From an optimization exercise on the open Yosys and OpenROAD flow, aimed at small area; shortcuts taken in it are not production practice.
Function was checked by simulation only, so behaviour that the tests miss may differ from the original.

juniper:
## fc_neuron_16
module fc_neuron_16 (
	input logic clk,
	input logic rst,
	input logic valid_in,
	input logic [255:0] data_in,
	output logic [15:0] data_out,
	output logic valid_out
);
clock: 8.0 ns
lec_check: 0
cap_margin: 20
core_margin: 2
core_utilization: 40
cts_buf_list: sky130_fd_sc_hd__clkbuf_4 sky130_fd_sc_hd__clkbuf_8
gpl_timing_driven: 0
setup_slack_margin: 0.05
slew_margin: 20
synth_hierarchical: 1
standard.sh (not shown) runs the stock make flow with config.mk's settings and CLKGATE_MAP_FILE= SYNTH_SCRIPT=/design/flow/synth_recipe.tcl, a recipe that flattens the netlist after the stock synthesis.
==> flow/flow/run.sh <==
#!/bin/bash
set -euo pipefail
export BUFFER_PORTS_ARGS="-buffer_cell sky130_fd_sc_hd__buf_1"
bash standard.sh > standard.log 2>&1
Setup changes, juniper to xenon
--- a/flow/design.v
+++ b/flow/design.v
@@ -1941,39 +1941,50 @@
 	wire fs775, fc775;
 	full_add u_fa775 (.a(fc763), .b(fs764), .c(hc23), .s(fs775), .co(fc775));
 	wire fs776, fc776;
 	full_add u_fa776 (.a(fc764), .b(fs765), .c(fc775), .s(fs776), .co(fc776));
 	wire fs777, fc777;
 	full_add u_fa777 (.a(fc765), .b(fs766), .c(fc776), .s(fs777), .co(fc777));
 	wire fs778, fc778;
 	full_add u_fa778 (.a(fc766), .b(fs767), .c(fc777), .s(fs778), .co(fc778));
 	wire hs24, hc24;
 	half_add u_ha24 (.a(fs768), .b(fc778), .s(hs24), .co(hc24));
+	wire g40 = hc24 ? ~fs769 : fs769;
 	wire hs25, hc25;
-	half_add u_ha25 (.a(fs769), .b(hc24), .s(hs25), .co(hc25));
+	half_add u_ha25 (.a(s1_27_0_q), .b(fc769), .s(hs25), .co(hc25));
 	wire fs779, fc779;
-	full_add u_fa779 (.a(s1_27_0_q), .b(fc769), .c(hc25), .s(fs779), .co(fc779));
+	full_add u_fa779 (.a(s1_27_0_q), .b(fc769), .c(fs769), .s(fs779), .co(fc779));
+	wire g41 = hc24 ? fs779 : hs25;
 	wire hs26, hc26;
-	half_add u_ha26 (.a(s1_28_0_q), .b(fc779), .s(hs26), .co(hc26));
+	half_add u_ha26 (.a(s1_28_0_q), .b(hc25), .s(hs26), .co(hc26));
 	wire hs27, hc27;
-	half_add u_ha27 (.a(fs770), .b(hc26), .s(hs27), .co(hc27));
-	wire fs780, fc780;
-	full_add u_fa780 (.a(s1_30_0_q), .b(fc770), .c(hc27), .s(fs780), .co(fc780));
+	half_add u_ha27 (.a(s1_28_0_q), .b(fc779), .s(hs27), .co(hc27));
+	wire g42 = hc24 ? hs27 : hs26;
 	wire hs28, hc28;
-	half_add u_ha28 (.a(s1_31_0_q), .b(s1_31_1_q), .s(hs28), .co(hc28));
-	wire g40 = s1_31_0_q ^ s1_31_1_q;
-	wire g41 = s1_31_0_q | s1_31_1_q;
-	wire g42 = fc780 ? ~g40 : hs28;
-	wire g43 = fc780 ? ~g41 : ~hc28;
-	wire [18:0] sh = {g43, g42, fs780, hs27, hs26, fs779, hs25, hs24, fs778, fs777, fs776, fs775, hs23, fs774, hs22, ~fs773, g38, ~fs772, ~fs771};
+	half_add u_ha28 (.a(fs770), .b(hc26), .s(hs28), .co(hc28));
+	wire hs29, hc29;
+	half_add u_ha29 (.a(fs770), .b(hc27), .s(hs29), .co(hc29));
+	wire g43 = hc24 ? hs29 : hs28;
+	wire fs780, fc780;
+	full_add u_fa780 (.a(s1_30_0_q), .b(fc770), .c(hc28), .s(fs780), .co(fc780));
+	wire fs781, fc781;
+	full_add u_fa781 (.a(s1_30_0_q), .b(fc770), .c(hc29), .s(fs781), .co(fc781));
+	wire g44 = hc24 ? fs781 : fs780;
+	wire fs782, fc782;
+	full_add u_fa782 (.a(s1_31_0_q), .b(s1_31_1_q), .c(fc780), .s(fs782), .co(fc782));
+	wire fs783, fc783;
+	full_add u_fa783 (.a(s1_31_0_q), .b(s1_31_1_q), .c(fc781), .s(fs783), .co(fc783));
+	wire g45 = hc24 ? fs783 : fs782;
+	wire g46 = hc24 ? ~fc783 : ~fc782;
+	wire [18:0] sh = {g46, g45, g44, g43, g42, g41, g40, hs24, fs778, fs777, fs776, fs775, hs23, fs774, hs22, ~fs773, g38, ~fs772, ~fs771};
 	wire ovf = (sh[18:15] != {4{sh[18]}});
-	wire [15:0] result = {sh[18], ovf ? {15{~sh[18]}} : sh[14:0]};
+	wire [15:0] result = ovf ? (sh[18] ? 16'h8000 : 16'h7fff) : sh[15:0];
 	always_ff @(posedge clk)
 	begin
 		if (rst)
 		begin
 			valid_q <= 1'b0;
 			valid_out <= 1'b0;
 		end
 		else
 		begin
 			valid_q <= valid_in;
Results
On clock net sink count, xenon and juniper are basically level.
Per the comparison of xenon with juniper, mean instance size in the synthesized netlist went up 0.36 um^2; maximum frequency from static timing analysis ~0 delta; final critical-path required period flat.
The count of clock buffers in the final design reported for xenon is greater than that of juniper by 1.

-- port drivers added, routing unchanged --
No port has a modelled driver above. Below, the same layouts with a new extraction and two added sets of constraints.
Step 1 (the two cells are an assumption about what drives the block):
set clk [get_ports {clk}]
set_driving_cell -lib_cell sky130_fd_sc_hd__clkbuf_16 $clk
set_driving_cell -lib_cell sky130_fd_sc_hd__buf_2 [delete_from_list [all_inputs] $clk]
Step 2 adds t to the input delays and takes it off the output delays; t is the mean of the earliest and latest rising clock arrival at the registers after step 1. Input paths then give back, and output paths get back, about the clock's delay inside the block.
Slacks: no drivers / after step 1 / after step 2; pairs: no drivers / after step 1.
run	t (ns)	slack for setup (ns)	hold slack, ns	cell pins on the clock port's net
juniper	0.381	0.158 / 0.168 / -0.213	0.459 / 0.459 / 0.459	1
xenon	0.394	0.157 / 0.165 / -0.228	0.445 / 0.445 / 0.445	1
Met with ideal ports but missed after step 2: setup timing in juniper and xenon. For xenon, which loses most, drivers alone change the setup slack by +0.008 ns; drivers and shift together by -0.385 ns.
